From an optimization exercise on the open Yosys and OpenROAD flow, aimed at small area, a short achievable clock period and few clock cycles; shortcuts taken in it are not production practice.
RTL that was checked went through simulation tests only; none was proved equivalent to the original.
Function not checked in runs 2 and 3: the RTL went through the layout flow alone.

### flow/run.sh
#!/bin/bash
# synth_recipe.tcl (not shown) runs the flow's synth.tcl, then flattens the netlist and writes it again
# the make line also repeats each setting of config.mk as NAME=value (left out here)
make -C /OpenROAD-flow-scripts/flow DESIGN_CONFIG=/design/flow/config.mk WORK_HOME=/design/flow/orfs CLKGATE_MAP_FILE= SYNTH_SCRIPT=/design/flow/synth_recipe.tcl finish
### flow/config.mk
export PLATFORM = sky130hd
export DESIGN_NAME = base58_encoder_unit
export DESIGN_NICKNAME = base58_encoder_unit
export VERILOG_FILES = /design/flow/design.v
export SDC_FILE = /design/flow/constraint.sdc
export NUM_CORES = 4
export LEC_CHECK = 0
export ABC_AREA = 1
export CAP_MARGIN = 20
export CORE_MARGIN = 2
export CORE_UTILIZATION = 40
export SLEW_MARGIN = 20
### flow/constraint.sdc
create_clock -name core_clock -period 12.0 [get_ports {i_clk}]
set_input_delay 2.4000 -clock core_clock [delete_from_list [all_inputs] [get_ports {i_clk}]]
set_output_delay 2.4000 -clock core_clock [all_outputs]
set_load 0.01 [all_outputs]
### flow/design.v
package b58enc_pkg;
    localparam int MAX_BYTES_DEF   = 32;
    localparam int DIGIT_SLOTS_DEF = 45;
    localparam int OUT_LIMIT       = 45;
    localparam int RADIX   = 58;
    localparam int BYTE_W  = 8;
    localparam int DIGIT_W = 6;
    localparam int CHAR_W  = 7;
    localparam int CARRY_W = 9;
    localparam int SUM_W   = 14;
    localparam int LEFT_W  = $clog2(OUT_LIMIT + 1);
    localparam int RECIP_SHIFT = 20;
    localparam int RECIP_MUL   = (1 << RECIP_SHIFT) / RADIX;
    localparam int RECIP_W     = 15;
    localparam logic [RADIX*8-1:0] ALPHABET =
        "123456789ABCDEFGHJKLMNPQRSTUVWXYZabcdefghijkmnopqrstuvwxyz";
    localparam logic [CHAR_W-1:0] ONE_CHAR = 7'h31;
    function automatic logic [CHAR_W-1:0] b58_char(input logic [DIGIT_W-1:0] d);
        logic [DIGIT_W-1:0] k;
        logic [7:0]         c;
        k = (d >= DIGIT_W'(RADIX)) ? d - DIGIT_W'(RADIX) : d;
        c = ALPHABET[(RADIX - 1 - k) * 8 +: 8];
        b58_char = c[CHAR_W-1:0];
    endfunction
    function automatic logic dbl_carry(input logic [DIGIT_W-1:0] d);
        dbl_carry = d[5] | (d[4] & d[3] & d[2] & (d[1] | d[0]));
    endfunction
    function automatic logic [DIGIT_W-1:0] dbl_digit(input logic [DIGIT_W-1:0] d, input logic g,
                                                     input logic c);
        logic t;
        t = d[1] | d[0];
        dbl_digit = {d[4] ^ (g & d[3] & d[2] & t),
                     d[3] ^ (g & d[2] & t),
                     d[2] ^ (g & t),
                     d[1] ^ (g & !d[0]),
                     d[0] ^ g,
                     c};
    endfunction
endpackage
module base58_encoder_unit #(
    parameter int MAX_BYTES   = b58enc_pkg::MAX_BYTES_DEF,
    parameter int DIGIT_SLOTS = b58enc_pkg::DIGIT_SLOTS_DEF,
    parameter int STEP_BITS   = 4
) (
    input  logic                          i_clk,
    input  logic                          i_rst_n,
    input  logic                          i_in_valid,
    output logic                          o_in_ready,
    input  logic [b58enc_pkg::BYTE_W-1:0] i_in_data_byte,
    input  logic                          i_in_last_byte,
    output logic                          o_out_valid,
    input  logic                          i_out_ready,
    output logic [b58enc_pkg::CHAR_W-1:0] o_out_char,
    output logic                          o_out_last_char,
    output logic                          o_out_overflow
);
    localparam int ND  = 44;                     
    localparam int DW  = b58enc_pkg::DIGIT_W;
    localparam int CW  = b58enc_pkg::CHAR_W;
    localparam int BYW = b58enc_pkg::BYTE_W;
    localparam int BW  = $clog2(MAX_BYTES + 1);
    localparam int NCH = BYW / STEP_BITS;
    localparam int NW  = $clog2(NCH + 1);
    localparam int FW  = CW + 2;                 
    localparam int PW  = $clog2(ND + 1);
    typedef enum logic [1:0] {
        O_IDLE, O_ONES, O_DIG, O_FLUSH
    } t_ostate;
    logic [DW-1:0]     r_dig [ND];
    logic [DW-1:0]     n_dig [ND];
    logic [DW-1:0]     stp   [STEP_BITS+1][ND];
    logic              gc    [STEP_BITS][ND];
    logic [ND-1:0]     r_msk, n_msk;             
    logic [ND-1:0]     nz;
    logic [BYW-1:0]    r_nxt, n_nxt;
    logic              r_nxt_v, n_nxt_v;
    logic              r_nxt_last, n_nxt_last;
    logic [BYW-1:0]    r_sh, n_sh;
    logic [NW-1:0]     r_nb, n_nb;
    logic [BW-1:0]     r_zp, n_zp;
    logic [BW-1:0]     r_bytes, n_bytes;
    logic              r_inzp, n_inzp;
    logic              r_ovf, n_ovf;
    logic              r_done, n_done;
    t_ostate           r_os, n_os;
    logic [BW-1:0]     r_ozp, n_ozp;
    logic              r_oovf, n_oovf;
    logic              r_onum, n_onum;
    logic              r_ofound, n_ofound;
    logic [PW-1:0]     r_opos, n_opos;           
    logic              r_qv, n_qv;
    logic [BW-1:0]     r_qzp, n_qzp;
    logic              r_qovf, n_qovf;
    logic              r_qnum, n_qnum;
    logic [PW-1:0]     r_qpos, n_qpos;
    logic              r_v0, n_v0, r_v1, n_v1;
    logic [FW-1:0]     r_f0, n_f0, r_f1, n_f1;
    logic              stall, step, last_st, consume, hand, shift, push, pop, fin;
    logic [FW-1:0]     pdata;
    logic [DW-1:0]     top;
    assign o_in_ready      = !r_nxt_v;
    assign o_out_valid     = r_v0;
    assign o_out_char      = r_f0[FW-1 -: CW];
    assign o_out_last_char = r_f0[1];
    assign o_out_overflow  = r_f0[0];
    always_comb begin
        for (int i = 0; i < ND; i++) stp[0][i] = r_dig[i];
        for (int k = 0; k < STEP_BITS; k++) begin
            for (int i = 0; i < ND; i++) gc[k][i] = b58enc_pkg::dbl_carry(stp[k][i]);
            for (int i = 0; i < ND; i++) begin
                stp[k+1][i] = b58enc_pkg::dbl_digit(stp[k][i], gc[k][i],
                    (i == 0) ? r_sh[BYW-1-k] : gc[k][i-1]);
            end
        end
    end
    always_comb begin
        for (int i = 0; i < ND; i++) nz[i] = (r_dig[i] != '0);
        stall = r_msk[1];
        for (int i = 0; i + 2 < ND; i++) stall = stall | (nz[i] & !r_msk[i+1] & r_msk[i+2]);
        step    = (r_nb != '0) && !stall;
        last_st = (r_nb == '0) || ((r_nb == NW'(1)) && step);
        hand    = r_done && last_st && !r_qv;
        consume = r_nxt_v && (!r_done || hand) && last_st;
        top     = r_dig[ND-1];
        n_nxt      = r_nxt;
        n_nxt_v    = r_nxt_v;
        n_nxt_last = r_nxt_last;
        n_sh       = r_sh;
        n_nb       = r_nb;
        n_zp       = hand ? '0   : r_zp;
        n_bytes    = hand ? '0   : r_bytes;
        n_inzp     = hand ? 1'b1 : r_inzp;
        n_ovf      = hand ? 1'b0 : r_ovf;
        n_done     = hand ? 1'b0 : r_done;
        n_os       = r_os;
        n_ozp      = r_ozp;
        n_oovf     = r_oovf;
        n_onum     = r_onum;
        n_ofound   = r_ofound;
        n_opos     = r_opos;
        n_qv       = r_qv;
        n_qzp      = r_qzp;
        n_qovf     = r_qovf;
        n_qnum     = r_qnum;
        n_qpos     = r_qpos;
        n_msk      = r_msk;
        if (i_in_valid && !r_nxt_v) begin
            n_nxt      = i_in_data_byte;
            n_nxt_last = i_in_last_byte;
            n_nxt_v    = 1'b1;
        end
        if (step) begin
            n_nb = r_nb - NW'(1);
            n_sh = r_sh << STEP_BITS;
        end
        if (consume) begin
            n_nxt_v = 1'b0;
            if (n_bytes >= BW'(MAX_BYTES)) begin
                n_ovf = 1'b1;
            end else begin
                n_bytes = n_bytes + BW'(1);
                if (n_inzp && (r_nxt == '0)) begin
                    n_zp = n_zp + BW'(1);
                end else begin
                    n_inzp = 1'b0;
                    n_sh   = r_nxt;
                    n_nb   = NW'(NCH);
                end
            end
            if (r_nxt_last) n_done = 1'b1;
        end
        shift = 1'b0;
        push  = 1'b0;
        fin   = 1'b0;
        pdata = {b58enc_pkg::ONE_CHAR, 1'b0, r_oovf};
        unique case (r_os)
            O_IDLE: begin
            end
            O_ONES: begin
                if (r_onum && !r_ofound && (top == '0)) shift = 1'b1;
                if (!r_v1) begin
                    push     = 1'b1;
                    pdata[1] = !r_onum && (r_ozp == BW'(1));
                    n_ozp    = r_ozp - BW'(1);
                    if (r_ozp == BW'(1)) begin
                        if (r_onum) n_os = O_DIG;
                        else        fin  = 1'b1;
                    end
                end
            end
            O_DIG: begin
                if (!r_ofound && (top == '0)) begin
                    shift = 1'b1;
                end else if (!r_v1) begin
                    shift    = 1'b1;
                    push     = 1'b1;
                    pdata    = {b58enc_pkg::b58_char(top), r_opos == PW'(1), r_oovf};
                    n_ofound = 1'b1;
                    if (r_opos == PW'(1)) fin = 1'b1;
                end
            end
            O_FLUSH: begin
                shift = 1'b1;
                if (r_opos == PW'(1)) fin = 1'b1;
            end
            default: begin
                fin = 1'b1;
            end
        endcase
        if (shift) begin
            n_msk  = r_msk << 1;
            n_opos = r_opos - PW'(1);
        end
        if (fin) n_os = O_IDLE;
        if ((r_os == O_IDLE) || fin) begin
            if (r_qv) begin
                n_qv     = 1'b0;
                n_ozp    = r_qzp;
                n_oovf   = r_qovf;
                n_onum   = r_qnum;
                n_ofound = 1'b0;
                n_opos   = r_qpos;
                if (r_qzp != '0) n_os = O_ONES;
                else             n_os = O_DIG;
            end else if (hand) begin
                n_ozp    = r_zp;
                n_oovf   = r_ovf;
                n_onum   = !r_inzp;
                n_ofound = 1'b0;
                n_opos   = r_inzp ? PW'(0) : PW'(ND);
                if (r_zp != '0) n_os = O_ONES;
                else            n_os = O_DIG;
            end
        end else if (hand) begin
            n_qv   = 1'b1;
            n_qzp  = r_zp;
            n_qovf = r_ovf;
            n_qnum = !r_inzp;
            n_qpos = r_inzp ? PW'(0) : PW'(ND) - n_opos;
        end
        if (hand && !r_inzp) n_msk = '1;
        for (int i = 0; i < ND; i++) begin
            n_dig[i] = r_dig[i];
            if (r_msk[i]) begin
                if (shift) n_dig[i] = (i == 0) ? DW'(0) : r_dig[i-1];
            end else begin
                if (step) n_dig[i] = stp[STEP_BITS][i];
            end
        end
        pop  = r_v0 && i_out_ready;
        n_v0 = r_v0;
        n_v1 = r_v1;
        n_f0 = r_f0;
        n_f1 = r_f1;
        if (pop) begin
            n_f0 = r_f1;
            n_v0 = r_v1;
            n_v1 = 1'b0;
        end
        if (push) begin
            if (!n_v0) begin
                n_f0 = pdata;
                n_v0 = 1'b1;
            end else begin
                n_f1 = pdata;
                n_v1 = 1'b1;
            end
        end
    end
    always_ff @(posedge i_clk) begin
        for (int i = 0; i < ND; i++) r_dig[i] <= n_dig[i];
        if (!i_rst_n) begin
            r_msk    <= '1;
            r_nxt_v  <= 1'b0;
            r_nb     <= '0;
            r_zp     <= '0;
            r_bytes  <= '0;
            r_inzp   <= 1'b1;
            r_ovf    <= 1'b0;
            r_done   <= 1'b0;
            r_os     <= O_FLUSH;
            r_opos   <= PW'(ND);
            r_qv     <= 1'b0;
            r_v0     <= 1'b0;
            r_v1     <= 1'b0;
        end else begin
            r_msk    <= n_msk;
            r_nxt_v  <= n_nxt_v;
            r_nb     <= n_nb;
            r_zp     <= n_zp;
            r_bytes  <= n_bytes;
            r_inzp   <= n_inzp;
            r_ovf    <= n_ovf;
            r_done   <= n_done;
            r_os     <= n_os;
            r_opos   <= n_opos;
            r_qv     <= n_qv;
            r_v0     <= n_v0;
            r_v1     <= n_v1;
        end
        r_nxt      <= n_nxt;
        r_nxt_last <= n_nxt_last;
        r_sh       <= n_sh;
        r_ozp      <= n_ozp;
        r_oovf     <= n_oovf;
        r_onum     <= n_onum;
        r_ofound   <= n_ofound;
        r_qzp      <= n_qzp;
        r_qovf     <= n_qovf;
        r_qnum     <= n_qnum;
        r_qpos     <= n_qpos;
        r_f0       <= n_f0;
        r_f1       <= n_f1;
    end
endmodule
==> results of run 1 <==
[critical path, delay by kind of cell (launching register included)]
family,cells,cell delay [ps]
simple gates,10,1470
buf+inv,3,180
xor+xnor,2,390
compound gates,3,550
flops,1,430
fa+ha+maj,4,1000
[final cells by class]
cell class | count | area [µm²] | share of cell area
Inverter | 1091 | 4100 | 0.104
Sequential cell | 395 | 10900 | 0.275
Timing Repair Buffer | 26 | 253 | 0.00638
Clock inverter | 29 | 423 | 0.0107
Clock buffer | 63 | 1330 | 0.0336
Tap cell | 1176 | 1470 | 0.0372
Multi-Input combinational cell | 4006 | 21100 | 0.534
Antenna cell | 1 | 2.50 | 0.0000632
[worst max-delay path by stage]
stage                      start      endpoint  slack [ps]  cells past startpoint
floorplan           r_dig[43][1]  r_dig[43][2]        8310                     25
global placement     i_out_ready       r_f0[2]        7570                      8
detailed placement       i_rst_n     r_msk[24]        7490                      5
CTS                 r_dig[39][1]  r_dig[39][2]        7680                     21
global route        r_dig[39][1]  r_dig[39][2]        7180                     21
finish              r_dig[39][1]  r_dig[39][2]        7730                     22
[metrics by stage]
| stage | std cells | cell area [µm²] |
|---|---|---|
| after floorplan | 5600 | 36600 |
| final | 6787 | 39600 |
| after CTS | 6786 | 39600 |
| after global placement | 6693 | 37800 |
| after detailed placement | 6694 | 37800 |
| after global routing | 6786 | 39600 |
[logic make-up (layout without fill, tap and decap cells)]
logic type | count (synthesis) | count (layout) | synth area share
compound gates | 845 | 845 | 0.136
xor+xnor | 238 | 238 | 0.0578
fa+ha+maj | 188 | 188 | 0.0642
mux | 3 | 3 | 0.000854
simple gates | 2732 | 2732 | 0.318
flops | 395 | 395 | 0.297
other cells | 0 | 1 | 0
buf+inv | 1199 | 1209 | 0.126
[cell usage after synthesis (all sizes together) (55+ instances only)]
cell type  number
o21ai         423
a21oi         141
dfxtp          97
xor2          204
nand2        1723
o21bai         55
o211ai         60
nand3         451
a31oi          82
edfxtp        298
buf            58
nor2          446
ha            188
inv          1087
nand4          58
[layer usage]
layer / track usage / part of all wire / vias to the layer above
li1: - / - / 17900
met1: 0.251 / 0.49 / 15000
met2: 0.312 / 0.46 / 411
met3: 0.0157 / 0.031 / 60
met4: 0.0298 / 0.012 / 0
met5: 0 / 0 / -
[state kept, by name, indices dropped and copies added, names as in the netlist, 2 cells and up]
signal / flops
r_msk: 44
r_opos: 6
r_ozp: 6
r_sh: 8
r_bytes: 6
r_qpos: 6
r_f1: 9
r_zp: 6
r_os: 2
r_f0: 9
r_nxt: 8
r_qzp: 6
r_dig: 264
r_nb: 2
==> insert_results.sql, run 1 <==
INSERT INTO impl_metrics (metric_group, metric, value, unit) VALUES
('setup_path', 'worst_setup_path_end_kind', 'register', ''),
('synthesis', 'synth_top_flop_cell', 'sky130_fd_sc_hd__edfxtp_1', ''),
('floorplanning', 'floorplan.core_area', '0.0904', 'mm²'),
('global_routing', 'grt_pass1_vias', '30900', ''),
('route', 'post-route-drc-count', '0', ''),
('setup_path', 'worstSetupPathType', 'register to register', ''),
('synthesis', 'ys_seq_elements', '395', ''),
('setup_path', 'critPathRequiredTime', '12330', 'ps'),
('global_routing', 'number_of_antenna_violations_at_the_first_check_in_global_routing', '1', ''),
('run_status', 'outcome', 'timing/DRC/antenna clean', ''),
('clock_tree', 'tritoncts_num_sinks', '395', ''),
('timing', 'finalMaxSlewViolations', '0', ''),
('timing', 'max-slew-margin-rel', '0.266', ''),
('synthesis', 'number_of_enable_type_register_cells_in_the_synthesized_netlist', '298', ''),
('final_layout', 'layout_common_cells', '1624 x sky130_fd_sc_hd__nand2_1, 1057 x sky130_fd_sc_hd__inv_1, 428 x sky130_fd_sc_hd__nand3_1', ''),
('synthesis', 'yosysWarningCount', '5', ''),
('placement', 'gp_congestion', '0.869', ''),
('clock_tree', 'htree_levels', '2', ''),
('timing', 'report.final.setup_viol', '0', ''),
('setup_path', 'reg2reg_to', 'r_dig[39][2]', ''),
('min_path', 'worst_hold_startpoint', 'r_zp[5]', ''),
('route', 'wl_per_cell', '12.7', 'µm'),
('synthesis', 'synth_area_leader_cell', 'sky130_fd_sc_hd__edfxtp_1', ''),
('setup_path', 'startpoint_type', 'register', ''),
('synthesis', 'avgSynthCellArea', '6.54', 'µm²'),
('floorplanning', 'row_count', '110', ''),
('route', 'drtPass1Iterations', '6', ''),
('final_layout', 'layout_commonest_cell', 'sky130_fd_sc_hd__nand2_1', ''),
('setup_path', 'critical-path-top-cell-by-count', 'sky130_fd_sc_hd__ha_1', ''),
('final_layout', 'synthesis_to_finish_area_growth', '8.10', '%'),
('clock_tree', 'cts.repair.resized', '0', ''),
('floorplanning', 'die_area', '0.0940', 'mm²'),
('clock_tree', 'root_buffer', 'sky130_fd_sc_hd__clkbuf_16', ''),
('setup_path', 'rrSetupSlack', '7730', 'ps'),
('floorplanning', 'chipWidth', '307', 'µm'),
('min_path', 'worstHoldPathType', 'register to register', ''),
('timing', 'finalCriticalPeriod', '4270', 'ps'),
('timing', 'clock.fmax', '234', 'MHz'),
('timing', 'tns', '0', 'ps'),
('route', 'mean_number_of_vias_per_cell', '4.91', ''),
('clock_tree', 'post_cts_buffers', '0', ''),
('final_layout', 'final_net_count', '5770', ''),
('synthesis', 'async_flop_share', '0', ''),
('final_layout', 'layout-drive-gt1-share', '0.0588', ''),
('placement', 'portBuffers', '23', ''),
('global_routing', 'grt-ovfl-total', '0', ''),
('clock_tree', 'tritoncts', 'built', ''),
('global_routing', 'first_pass_grt_wire_length', '146', 'mm'),
('route', 'finalWirelength', '86.1', 'mm'),
('run', 'max_cap_violations', '0', ''),
('clock_tree', 'cts_buffers', '49', ''),
('timing', 'hold_viol_final', '0', ''),
('final_layout', 'layout.core_utilization', '0.438', ''),
('global_routing', 'grt_usage', '0.181', ''),
('setup_path', 'worst-endpoint-arrival', '4600', 'ps'),
('timing', 'clock_skew', '25.5', 'ps'),
('route', 'detail_route.iter0.violations', '2055', ''),
('timing', 'hold_slack', '459', 'ps'),
('global_routing', 'grt_max_degree', '89', ''),
('min_path', 'timing.hold.worst_endpoint', 'r_qzp[5]', ''),
('route', 'via_count', '33300', ''),
('synthesis', 'synth.distinct_cells', '69', ''),
('setup_path', 'r2r_cells', '22', ''),
('setup_path', 'worst_path_cell_chain', 'nor2_1 -> inv_1 -> nand2_1 -> inv_1 -> nor2_1 -> inv_1 -> ha_1 -> xnor2_1 -> nor2_1 -> nand4_2 -> nand2_1 -> ha_1 -> nand3_1 -> nand2_1 -> o21ai_2 -> ha_1 -> nand3_1 -> nand3_1 -> o21ai_2 -> ha_1 -> xor2_1 -> o21ai_0', ''),
('floorplanning', 'floorplan.initialDensity', '0.405', '');
Testbench counts, summed over its fixed seeds: cycles 8,481.
==> inputs of run 2 (changes only) <==
--- a/flow/design.v
+++ b/flow/design.v
@@ -96,5 +96,8 @@
     logic              r_v0, n_v0, r_v1, n_v1;
     logic [FW-1:0]     r_f0, n_f0, r_f1, n_f1;
-    logic              stall, step, last_st, consume, hand, shift, push, pop, fin;
+    logic              sel_st, sel_sh, sel_hd;
+    logic              r_stall, n_stall, nzb2;
+    logic              r_rst;                    
+    logic              step, last_st, consume, hand, shift, push, pop, fin;
     logic [FW-1:0]     pdata;
     logic [DW-1:0]     top;
@@ -116,7 +119,7 @@
     always_comb begin
         for (int i = 0; i < ND; i++) nz[i] = (r_dig[i] != '0);
-        stall = r_msk[1];
-        for (int i = 0; i + 2 < ND; i++) stall = stall | (nz[i] & !r_msk[i+1] & r_msk[i+2]);
-        step    = (r_nb != '0) && !stall;
+        nzb2 = 1'b0;
+        for (int i = 0; i + 2 < ND; i++) nzb2 = nzb2 | (nz[i] & !r_msk[i+1] & r_msk[i+2]);
+        step    = (r_nb != '0) && !r_stall;
         last_st = (r_nb == '0) || ((r_nb == NW'(1)) && step);
         hand    = r_done && last_st && !r_qv;
@@ -240,11 +243,12 @@
         end
         if (hand && !r_inzp) n_msk = '1;
+        n_stall = n_msk[1] || (n_msk[ND-1] && !shift && (step || nzb2));
         for (int i = 0; i < ND; i++) begin
-            n_dig[i] = r_dig[i];
-            if (r_msk[i]) begin
-                if (shift) n_dig[i] = (i == 0) ? DW'(0) : r_dig[i-1];
-            end else begin
-                if (step) n_dig[i] = stp[STEP_BITS][i];
-            end
+            sel_st = !r_msk[i] && step;
+            sel_sh = r_msk[i] && shift;
+            sel_hd = !(sel_st || sel_sh);
+            n_dig[i] = ({DW{sel_st}} & stp[STEP_BITS][i])
+                     | ({DW{sel_sh}} & ((i == 0) ? DW'(0) : r_dig[i-1]))
+                     | ({DW{sel_hd}} & r_dig[i]);
         end
         pop  = r_v0 && i_out_ready;
@@ -258,5 +262,5 @@
             n_v1 = 1'b0;
         end
-        if (push) begin
+        if (push && !r_rst) begin
             if (!n_v0) begin
                 n_f0 = pdata;
@@ -270,7 +274,17 @@
     always_ff @(posedge i_clk) begin
         for (int i = 0; i < ND; i++) r_dig[i] <= n_dig[i];
+        r_rst <= !i_rst_n;
         if (!i_rst_n) begin
-            r_msk    <= '1;
             r_nxt_v  <= 1'b0;
+            r_v0     <= 1'b0;
+            r_v1     <= 1'b0;
+        end else begin
+            r_nxt_v  <= n_nxt_v;
+            r_v0     <= n_v0;
+            r_v1     <= n_v1;
+        end
+        if (r_rst) begin
+            r_msk    <= '1;
+            r_stall  <= 1'b1;
             r_nb     <= '0;
             r_zp     <= '0;
@@ -282,9 +296,7 @@
             r_opos   <= PW'(ND);
             r_qv     <= 1'b0;
-            r_v0     <= 1'b0;
-            r_v1     <= 1'b0;
         end else begin
             r_msk    <= n_msk;
-            r_nxt_v  <= n_nxt_v;
+            r_stall  <= n_stall;
             r_nb     <= n_nb;
             r_zp     <= n_zp;
@@ -296,6 +308,4 @@
             r_opos   <= n_opos;
             r_qv     <= n_qv;
-            r_v0     <= n_v0;
-            r_v1     <= n_v1;
         end
         r_nxt      <= n_nxt;
==> flow/flow/run.sh (new file) <==
#!/bin/bash
# standard layout, except for how synthesis maps the logic: ABC runs the script in
# flow/abc_area.script (more restructuring before an area-oriented mapping), and the
# adder extraction that would fix xor/and pairs as half-adder cells before ABC is off;
# the synthesis passes before that, the registers and every later step are ORFS's own
set -euo pipefail
WORK=$(pwd)
rm -rf "$WORK/scripts_abc"
cp -r "$FLOW_HOME/scripts" "$WORK/scripts_abc"
cp "$WORK/flow/abc_area.script" "$WORK/scripts_abc/abc_area.script"
bash standard.sh SCRIPTS_DIR="$WORK/scripts_abc" ADDER_MAP_FILE= synth > "$WORK/synth.log" 2>&1
bash standard.sh > "$WORK/layout.log" 2>&1
==> flow/flow/abc_area.script (new file) <==
strash
dc2
balance
rewrite
refactor
balance
rewrite
rewrite -z
balance
refactor -z
rewrite -z
balance
dch -f
map -a -B 0.9
topo
stime -c
buffer -c
upsize -c
dnsize -c
==> flow/standard.sh (new file) <==
#!/bin/bash
# synth_recipe.tcl (not shown) runs the flow's synth.tcl, then flattens the netlist and writes it again
# the make line also repeats each setting of config.mk as NAME=value (left out here)
make -C /OpenROAD-flow-scripts/flow DESIGN_CONFIG=/design/flow/config.mk WORK_HOME=/design/flow/orfs CLKGATE_MAP_FILE= SYNTH_SCRIPT=/design/flow/synth_recipe.tcl "${@:-finish}"
removed: flow/run.sh
==> run 2 against run 1 <==
Against the previous run: sequential cell count grew 2; fmax shrank 5.2%; cell count shrank 9.4%; register-to-register slack lost 230 ps; still clean on timing, DRC and antenna; setup slack lost 230 ps.
==> insert_results.sql, run 2 <==
INSERT INTO impl_metrics (metric_group, metric, value, unit) VALUES
('final_layout', 'non_filler_instances', '6150', ''),
('setup_path', 'r2r_cells', '27', ''),
('placement', 'placement.cell_area', '0.0326', 'mm²'),
('route', 'finalWirelength', '86.9', 'mm'),
('setup_path', 'critical_path.top_delay_family', 'simple AND/OR/NAND/NOR gates', ''),
('route', 'via_count', '32000', ''),
('synthesis', 'synth.top_cell.area_share', '0.234', ''),
('route', 'drt.antenna.violating_nets', '0', ''),
('placement', 'portBuffers', '23', ''),
('setup_path', 'reg2reg_to', 'r_dig[3][4]', ''),
('synthesis', 'ys_top_cells_by_area', 'sky130_fd_sc_hd__dfxtp_1 23%, sky130_fd_sc_hd__nand2_1 13%, sky130_fd_sc_hd__nor2_1 10%, sky130_fd_sc_hd__inv_1 8.1%, sky130_fd_sc_hd__xor2_1 4.3%', ''),
('timing', 'clock_skew', '21.3', 'ps'),
('floorplanning', 'chipWidth', '283', 'µm'),
('timing', 'tns', '0', 'ps'),
('floorplanning', 'floorplan.core_area', '0.0772', 'mm²'),
('timing', 'finalMaxSlewViolations', '0', ''),
('final_layout', 'register_with_the_most_flip_flops', 'r_dig', ''),
('min_path', 'worst_hold_startpoint', 'r_msk[0]', ''),
('final_layout', 'reg.largest.list', 'r_dig (264), r_msk (44)', ''),
('synthesis', 'netlist_top_cells_count', '1100 x sky130_fd_sc_hd__nand2_1, 852 x sky130_fd_sc_hd__nor2_1, 670 x sky130_fd_sc_hd__inv_1, 363 x sky130_fd_sc_hd__dfxtp_1, 261 x sky130_fd_sc_hd__nand3_1', ''),
('timing', 'worst-slew-pin-transition', '1140', 'ps'),
('clock_tree', 'cts.path.max_buffers', '3', ''),
('timing', 'report.final.setup_viol', '0', ''),
('synthesis', 'synthesized_instance_count', '5021', ''),
('final_layout', 'layout-drive-gt1-share', '0.0986', ''),
('placement', 'gp_congestion', '0.911', ''),
('setup_path', 'r2r_start', 'r_dig[3][3]', ''),
('route', 'post-route-drc-count', '0', ''),
('synthesis', 'yosysWarningCount', '5', ''),
('global_routing', 'grt_pass1_vias', '29700', ''),
('final_layout', 'layout_commonest_cell', 'sky130_fd_sc_hd__nand2_1', ''),
('setup_path', 'critPathRequiredTime', '12490', 'ps'),
('clock_tree', 'tritoncts', 'built', ''),
('final_layout', 'layout_common_cells', '1099 x sky130_fd_sc_hd__nand2_1, 851 x sky130_fd_sc_hd__nor2_1, 670 x sky130_fd_sc_hd__inv_1', ''),
('final_layout', 'final_net_count', '5085', ''),
('timing', 'max-slew-margin-rel', '0.237', ''),
('clock_tree', 'cts.repair.resized', '0', ''),
('final_layout', 'fin_area', '0.0343', 'mm²'),
('setup_path', 'worst-endpoint-arrival', '5000', 'ps'),
('floorplanning', 'floorplan.initialDensity', '0.402', ''),
('floorplanning', 'die_height', '283', 'µm'),
('final_layout', 'count_of_fill_cells_added_during_filler_insertion', '8143', ''),
('run_status', 'outcome', 'timing/DRC/antenna clean', ''),
('global_routing', 'grt-ovfl-total', '0', ''),
('timing', 'hold_viol_final', '0', ''),
('synthesis', 'avgSynthCellArea', '6.19', 'µm²'),
('clock_tree', 'clkTransAtPathRegs', '70', 'ps'),
('global_routing', 'grt_max_degree', '49', ''),
('floorplanning', 'die_area', '0.0799', 'mm²'),
('floorplanning', 'io_count', '24', ''),
('final_layout', 'synthesis_to_finish_area_growth', '10.3', '%'),
('setup_path', 'worstSetupPathType', 'register to register', ''),
('timing', 'clock.fmax', '222', 'MHz'),
('global_routing', 'number_of_antenna_violations_at_the_first_check_in_global_routing', '1', ''),
('route', 'detail_route.iter0.violations', '2220', ''),
('final_layout', 'largest_register_ffs', '264', ''),
('timing', 'layout_worst_path_cycle_share', '0.375', ''),
('setup_path', 'critical_path.max_fanout', '7', ''),
('setup_path', 'critical_path.max_stage_delay', '490', 'ps'),
('setup_path', 'buffers_inverters_on_critical_path', '6', ''),
('min_path', 'worstHoldPathType', 'register to register', ''),
('synthesis', 'ys_seq_elements', '397', ''),
('placement', 'post-place-cells', '6064', ''),
('clock_tree', 'tritoncts_num_sinks', '397', ''),
('clock_tree', 'post_cts_buffers', '0', ''),
('timing', 'finalCriticalPeriod', '4500', 'ps'),
('timing', 'hold_slack', '464', 'ps'),
('global_routing', 'first_pass_grt_wire_length', '144', 'mm'),
('setup_path', 'worst_setup_path_end_kind', 'register', ''),
('clock_tree', 'clock_insertion_delay_worst_skew', '600', 'ps'),
('final_layout', 'antennaDiodeCount', '0', ''),
('synthesis', 'mapped_nets', '5034', ''),
('setup_path', 'startpoint_type', 'register', ''),
('clock_tree', 'htree_levels', '2', ''),
('clock_tree', 'post_cts_hold_buffer_count', '0', ''),
('min_path', 'whs_path_depth', '2', ''),
('synthesis', 'number_of_enable_type_register_cells_in_the_synthesized_netlist', '34', ''),
('min_path', 'timing.hold.worst_endpoint', 'r_msk[0]', ''),
('synthesis', 'async_flop_share', '0', ''),
('floorplanning', 'row_count', '102', ''),
('setup_path', 'critical-path-top-cell-by-count', 'sky130_fd_sc_hd__nand2_1', ''),
('route', 'mean_number_of_vias_per_cell', '5.20', ''),
('synthesis', 'synthMostInstantiatedCell', 'sky130_fd_sc_hd__nand2_1', ''),
('timing', 'rsz0062_at_grt', 'false', ''),
('route', 'drtPass1Iterations', '5', ''),
('clock_tree', 'root_buffer', 'sky130_fd_sc_hd__clkbuf_16', ''),
('setup_path', 'slowest_stage', 'sky130_fd_sc_hd__nor4_1', ''),
('placement', 'place.detailed.hpwl', '67.9', 'mm'),
('synthesis', 'synth.distinct_cells', '68', ''),
('clock_tree', 'cts_buffers', '46', ''),
('route', 'wl_per_cell', '14.1', 'µm'),
('run', 'max_cap_violations', '0', ''),
('synthesis', 'synth_area_leader_cell', 'sky130_fd_sc_hd__dfxtp_1', ''),
('global_routing', 'grt_usage', '0.215', ''),
('synthesis', 'synth_top_flop_cell', 'sky130_fd_sc_hd__dfxtp_1', ''),
('synthesis', 'syn-cell-area', '0.0311', 'mm²'),
('synthesis', 'ys_seq_area_frac', '0.267', ''),
('setup_path', 'rrSetupSlack', '7500', 'ps');
-- run 2: cell types whose count changed after synthesis, moves of 188 or more --
cell | previous run | this run
sky130_fd_sc_hd__nor2_1 | 411 | 852
sky130_fd_sc_hd__edfxtp_1 | 298 | 34
sky130_fd_sc_hd__inv_1 | 1058 | 670
sky130_fd_sc_hd__nand2_1 | 1624 | 1100
sky130_fd_sc_hd__dfxtp_1 | 97 | 363
sky130_fd_sc_hd__ha_1 | 188 | 0
-- run 2: final cells by class --
| type | count | area, µm² | share of cell area |
|---|---|---|---|
| Timing Repair Buffer | 30 | 303 | 0.00884 |
| Clock buffer | 59 | 1290 | 0.0377 |
| Clock inverter | 27 | 384 | 0.0112 |
| Sequential cell | 397 | 8290 | 0.242 |
| Inverter | 885 | 3320 | 0.0970 |
| Multi-Input combinational cell | 3712 | 19400 | 0.565 |
| Tap cell | 1040 | 1300 | 0.0380 |
-- run 2: per-stage QoR --
stage	util	setup WS (ps)
finish	0.444	7500
detailed placement	0.422	7640
CTS	0.444	7620
global route	0.444	7070
global placement	0.422	7500
floorplan	-	8410
-- run 2: metal layers --
layer	share of wire	global-route usage	vias up	wire [µm]
li1	-	-	16800	-
met1	0.48	0.292	14500	42100
met2	0.46	0.364	574	39700
met3	0.039	0.0209	113	3370
met4	0.020	0.0543	2	1720
met5	0.00015	0	-	13
-- run 2: worst max path at each step --
stage | start | end | slack [ps] | depth (start not counted)
after floorplan | r_dig[31][3] | r_dig[31][4] | 8410 | 29
after global placement | r_dig[3][3] | r_dig[3][2] | 7500 | 25
after detailed placement | r_dig[34][3] | r_dig[34][4] | 7640 | 26
after CTS | r_dig[3][3] | r_dig[3][2] | 7620 | 26
after global routing | r_dig[18][0] | r_dig[18][4] | 7070 | 28
final | r_dig[3][3] | r_dig[3][4] | 7500 | 27
-- run 2: logic make-up (layout without fill, tap and decap cells) --
kind of cell / Yosys count / count (layout) / synth area share
simple gates: 2556 / 2556 / 0.361
compound gates: 956 / 956 / 0.205
buf+inv: 912 / 1001 / 0.110
flops: 397 / 397 / 0.267
xor+xnor: 193 / 193 / 0.0549
mux: 7 / 7 / 0.00225
-- run 2: worst reg2reg max path, stage by stage (launching register included) --
cell and delay [ps]:
sky130_fd_sc_hd__dfxtp_1 350, sky130_fd_sc_hd__inv_1 130, sky130_fd_sc_hd__nor4_1 490, sky130_fd_sc_hd__nor2_2 160, sky130_fd_sc_hd__nor2_1 120, sky130_fd_sc_hd__inv_1 80
sky130_fd_sc_hd__a22oi_1 240, sky130_fd_sc_hd__nor2_1 80, sky130_fd_sc_hd__a31oi_1 340, sky130_fd_sc_hd__inv_2 120, sky130_fd_sc_hd__nand2_1 120, sky130_fd_sc_hd__nand2_1 80
sky130_fd_sc_hd__nor2_1 190, sky130_fd_sc_hd__inv_1 90, sky130_fd_sc_hd__nand4_1 120, sky130_fd_sc_hd__nand2_1 170, sky130_fd_sc_hd__inv_2 190, sky130_fd_sc_hd__o21ai_1 110
sky130_fd_sc_hd__o21a_1 140, sky130_fd_sc_hd__nor2_1 150, sky130_fd_sc_hd__nand3_1 170, sky130_fd_sc_hd__nand2_1 220, sky130_fd_sc_hd__nand2_1 120, sky130_fd_sc_hd__nor2_1 110
sky130_fd_sc_hd__inv_1 60, sky130_fd_sc_hd__nand2_1 70, sky130_fd_sc_hd__nand3_1 70, sky130_fd_sc_hd__o221ai_1 130
==> inputs of run 3 (changes only) <==
--- a/flow/config.mk
+++ b/flow/config.mk
@@ -10,3 +10,4 @@
 export CORE_MARGIN = 2
 export CORE_UTILIZATION = 40
+export CTS_BUF_LIST = sky130_fd_sc_hd__clkbuf_4
 export SLEW_MARGIN = 20
==> run 3 against run 2 <==
Against the previous run: clock skew is 50 ps higher; non-clock buffer count stayed put; via count is 1.6% higher; sequential share of layout area is 0.12 points higher; core utilization is 0.22 points lower; synthesized cell count stayed put; sequential cell count stayed put; clock-buffer cell count is 112 higher; fmax hardly changed; register-to-register slack hardly changed; routed wire length is 0.60% higher; critical endpoint is now r_dig[3][2].
==> insert_results.sql, run 3 <==
INSERT INTO impl_metrics (metric_group, metric, value, unit) VALUES
('run_status', 'outcome', 'timing/DRC/antenna clean', ''),
('timing', 'max-slew-margin-rel', '0.218', ''),
('synthesis', 'synth_area_leader_cell', 'sky130_fd_sc_hd__dfxtp_1', ''),
('clock_tree', 'post_cts_hold_buffer_count', '0', ''),
('synthesis', 'post_synthesis_share_of_cell_area_spent_on_and_or_nand_and_nor_gates', '0.361', ''),
('synthesis', 'synth_compound_area_frac', '0.205', ''),
('final_layout', 'largest_register_ffs', '264', ''),
('synthesis', 'ys_top_cells_by_area', 'sky130_fd_sc_hd__dfxtp_1 23%, sky130_fd_sc_hd__nand2_1 13%, sky130_fd_sc_hd__nor2_1 10%, sky130_fd_sc_hd__inv_1 8.1%, sky130_fd_sc_hd__xor2_1 4.3%', ''),
('synthesis', 'synthMostInstantiatedCell', 'sky130_fd_sc_hd__nand2_1', ''),
('final_layout', 'reg.largest.list', 'r_dig (264), r_msk (44)', ''),
('synthesis', 'synth.distinct_cells', '68', ''),
('synthesis', 'synth_top_flop_cell', 'sky130_fd_sc_hd__dfxtp_1', ''),
('setup_path', 'worst-endpoint-arrival', '5250', 'ps'),
('placement', 'placement.cell_area', '0.0326', 'mm²'),
('timing', 'finalMaxSlewViolations', '0', ''),
('final_layout', 'layout_commonest_cell', 'sky130_fd_sc_hd__nand2_1', ''),
('min_path', 'worst_hold_startpoint', 'r_msk[0]', ''),
('setup_path', 'worst_setup_path_end_kind', 'register', ''),
('timing', 'hold_viol_final', '0', ''),
('placement', 'portBuffers', '23', ''),
('placement', 'place.detailed.hpwl', '67.9', 'mm'),
('run', 'max_cap_violations', '0', ''),
('clock_tree', 'cts.path.max_buffers', '3', ''),
('synthesis', 'yosysWarningCount', '5', ''),
('setup_path', 'rrSetupSlack', '7490', 'ps'),
('global_routing', 'grt_max_degree', '49', ''),
('final_layout', 'layout-drive-gt1-share', '0.116', ''),
('clock_tree', 'clkTransAtPathRegs', '90', 'ps'),
('synthesis', 'async_flop_share', '0', ''),
('placement', 'gp_congestion', '0.911', ''),
('floorplanning', 'row_count', '102', ''),
('setup_path', 'critical_path.max_stage_delay', '420', 'ps'),
('timing', 'layout_worst_path_cycle_share', '0.376', ''),
('synthesis', 'syn-cell-area', '0.0311', 'mm²'),
('final_layout', 'count_of_fill_cells_added_during_filler_insertion', '8273', ''),
('setup_path', 'critical_path.max_fanout', '7', ''),
('final_layout', 'synthesis_to_finish_area_growth', '9.72', '%'),
('global_routing', 'grt_pass1_vias', '30200', ''),
('clock_tree', 'cts.repair.resized', '0', ''),
('clock_tree', 'clock_insertion_delay_worst_skew', '910', 'ps'),
('timing', 'worst-slew-pin-transition', '1170', 'ps'),
('final_layout', 'fin_area', '0.0341', 'mm²'),
('route', 'detail_route.iter0.violations', '2440', ''),
('floorplanning', 'floorplan.core_area', '0.0772', 'mm²'),
('floorplanning', 'io_count', '24', ''),
('clock_tree', 'tritoncts_num_sinks', '397', ''),
('synthesis', 'netlist_top_cells_count', '1100 x sky130_fd_sc_hd__nand2_1, 852 x sky130_fd_sc_hd__nor2_1, 670 x sky130_fd_sc_hd__inv_1, 363 x sky130_fd_sc_hd__dfxtp_1, 261 x sky130_fd_sc_hd__nand3_1', ''),
('clock_tree', 'tritoncts', 'built', ''),
('global_routing', 'number_of_antenna_violations_at_the_first_check_in_global_routing', '2', ''),
('final_layout', 'layout.core_utilization', '0.442', ''),
('synthesis', 'post_synth_xor_area_fraction', '0.0549', ''),
('timing', 'rsz0062_at_grt', 'false', ''),
('floorplanning', 'chipWidth', '283', 'µm'),
('global_routing', 'first_pass_grt_wire_length', '145', 'mm'),
('clock_tree', 'post_cts_buffers', '0', ''),
('route', 'finalWirelength', '87.4', 'mm'),
('clock_tree', 'htree_levels', '3', ''),
('synthesis', 'mapped_nets', '5034', ''),
('synthesis', 'ys_seq_elements', '397', ''),
('setup_path', 'startpoint_type', 'register', ''),
('route', 'via_count', '32500', ''),
('setup_path', 'critical-path-top-cell-by-count', 'sky130_fd_sc_hd__nand2_1', ''),
('final_layout', 'multi_input_comb_area', '0.0194', 'mm²'),
('global_routing', 'grt_usage', '0.217', ''),
('synthesis', 'synthAdderAreaFrac', '0', ''),
('timing', 'report.final.setup_viol', '0', ''),
('synthesis', 'ys_seq_area_frac', '0.267', ''),
('final_layout', 'layout_common_cells', '1099 x sky130_fd_sc_hd__nand2_1, 851 x sky130_fd_sc_hd__nor2_1, 670 x sky130_fd_sc_hd__inv_1', ''),
('synthesis', 'synth.top_cell.area_share', '0.234', ''),
('setup_path', 'slowest_stage', 'sky130_fd_sc_hd__dfxtp_1', ''),
('timing', 'tns', '0', 'ps'),
('route', 'wl_per_cell', '13.9', 'µm'),
('synthesis', 'avgSynthCellArea', '6.19', 'µm²'),
('timing', 'clock_skew', '71.8', 'ps'),
('setup_path', 'worstSetupPathType', 'register to register', ''),
('final_layout', 'register_with_the_most_flip_flops', 'r_dig', ''),
('synthesis', 'synthMuxAreaShare', '0.00225', ''),
('setup_path', 'critPathRequiredTime', '12750', 'ps'),
('route', 'drtPass1Iterations', '6', ''),
('global_routing', 'grt-ovfl-total', '0', ''),
('timing', 'clock.fmax', '222', 'MHz'),
('setup_path', 'r2r_start', 'r_dig[3][0]', ''),
('clock_tree', 'root_buffer', 'sky130_fd_sc_hd__clkbuf_4', ''),
('floorplanning', 'die_height', '283', 'µm'),
('route', 'drt.antenna.violating_nets', '0', ''),
('route', 'mean_number_of_vias_per_cell', '5.18', ''),
('setup_path', 'worst_setup_path_startpoint', 'r_dig[3][0]', ''),
('min_path', 'worstHoldPathType', 'register to register', ''),
('synthesis', 'dominant_combinational_cell_family_by_area_after_synthesis', 'simple AND/OR/NAND/NOR gates', ''),
('clock_tree', 'cts_buffers', '113', ''),
('floorplanning', 'die_area', '0.0799', 'mm²'),
('route', 'post-route-drc-count', '0', ''),
('timing', 'finalCriticalPeriod', '4510', 'ps'),
('final_layout', 'sequential_cell_area', '0.00829', 'mm²'),
('final_layout', 'final_net_count', '5152', ''),
('floorplanning', 'floorplan.initialDensity', '0.402', ''),
('synthesis', 'synthesized_instance_count', '5021', ''),
('synthesis', 'number_of_enable_type_register_cells_in_the_synthesized_netlist', '34', '');
## run 3: changes by cell type in the layout (fill, tap and decap cells not counted), moves of 2 or more
cell / change
sky130_fd_sc_hd__bufinv_16: -7
sky130_fd_sc_hd__clkbuf_1: -5
sky130_fd_sc_hd__clkbuf_16: -47
sky130_fd_sc_hd__clkbuf_4: +171
sky130_fd_sc_hd__clkbuf_8: -7
sky130_fd_sc_hd__clkinv_1: +25
sky130_fd_sc_hd__clkinv_2: -4
sky130_fd_sc_hd__inv_6: -2
## run 3: worst paths after layout
check                end  cells after the start
min             r_msk[0]                      2
min reg2reg     r_msk[0]                      2
max          r_dig[3][2]                     25
max reg2reg  r_dig[3][2]                     25
## run 3: kinds of logic after synthesis
group | count (synthesis)
simple gates | 2556
buf+inv | 912
mux | 7
xor+xnor | 193
flops | 397
compound gates | 956
## run 3: through the flow
| stage | setup WS (ps) | hold slack, ps | cells |
|---|---|---|---|
| after global routing | 7070 | 504 | 6275 |
| after floorplan | 8410 | 427 | 5021 |
| after global placement | 7500 | 445 | 6063 |
| after detailed placement | 7640 | 445 | 6064 |
| final | 7490 | 465 | 6275 |
| after CTS | 7610 | 467 | 6274 |
## run 3: layer usage
metal,track usage,wire length (µm),vias up
li1,-,-,17000
met1,0.291,41700,14700
met2,0.365,40200,689
met3,0.0266,3930,116
met4,0.0587,1570,2
met5,0,13,-
## run 3: area by class of cell
class | instances | area share
tap | 1040 | 0.0382
clock buffer | 171 | 0.0376
inverter | 885 | 0.0975
clock inverter | 39 | 0.00653
sequential | 397 | 0.243
antenna | 1 | 0.0000734
timing repair buffer | 30 | 0.00888
multi-input combinational | 3712 | 0.568
## run 3: critical path: cells and delay by family (launching register included)
kind	cells	cell delay [ps]
buf+inv	4	480
compound gates	5	980
simple gates	15	2280
xor+xnor	1	180
flops	1	420

[separate check: timing with driven ports]
How much do the figures lean on ideal ports? The routed layouts below were timed once more, with nothing changed but the port constraints. Step 1, drivers: a clkbuf_16 drives i_clk and a buf_2 each remaining input, both assumed. Step 2 times the ports against the registers' clock, not the clock port: input delays grow and output delays shrink by t, the midpoint of the rising clock arrivals with the driver on. Three values: ideal ports, drivers, drivers and shift; two values: the first two.
run | t (ns) | setup WS [ns] | hold slack, ns
run 1 | 0.657 | 7.731 / 7.731 / 7.510 | 0.459 / 0.459 / 0.459
run 2 | 0.657 | 7.497 / 7.497 / 7.497 | 0.464 / 0.464 / 0.464
run 3 | 0.934 | 7.494 / 7.494 / 7.494 | 0.465 / 0.465 / 0.465
After both steps setup and hold are still met in every run listed. The setup slack of run 1, which loses most, moves by 0.000 ns with the drivers and by -0.221 ns with both steps.
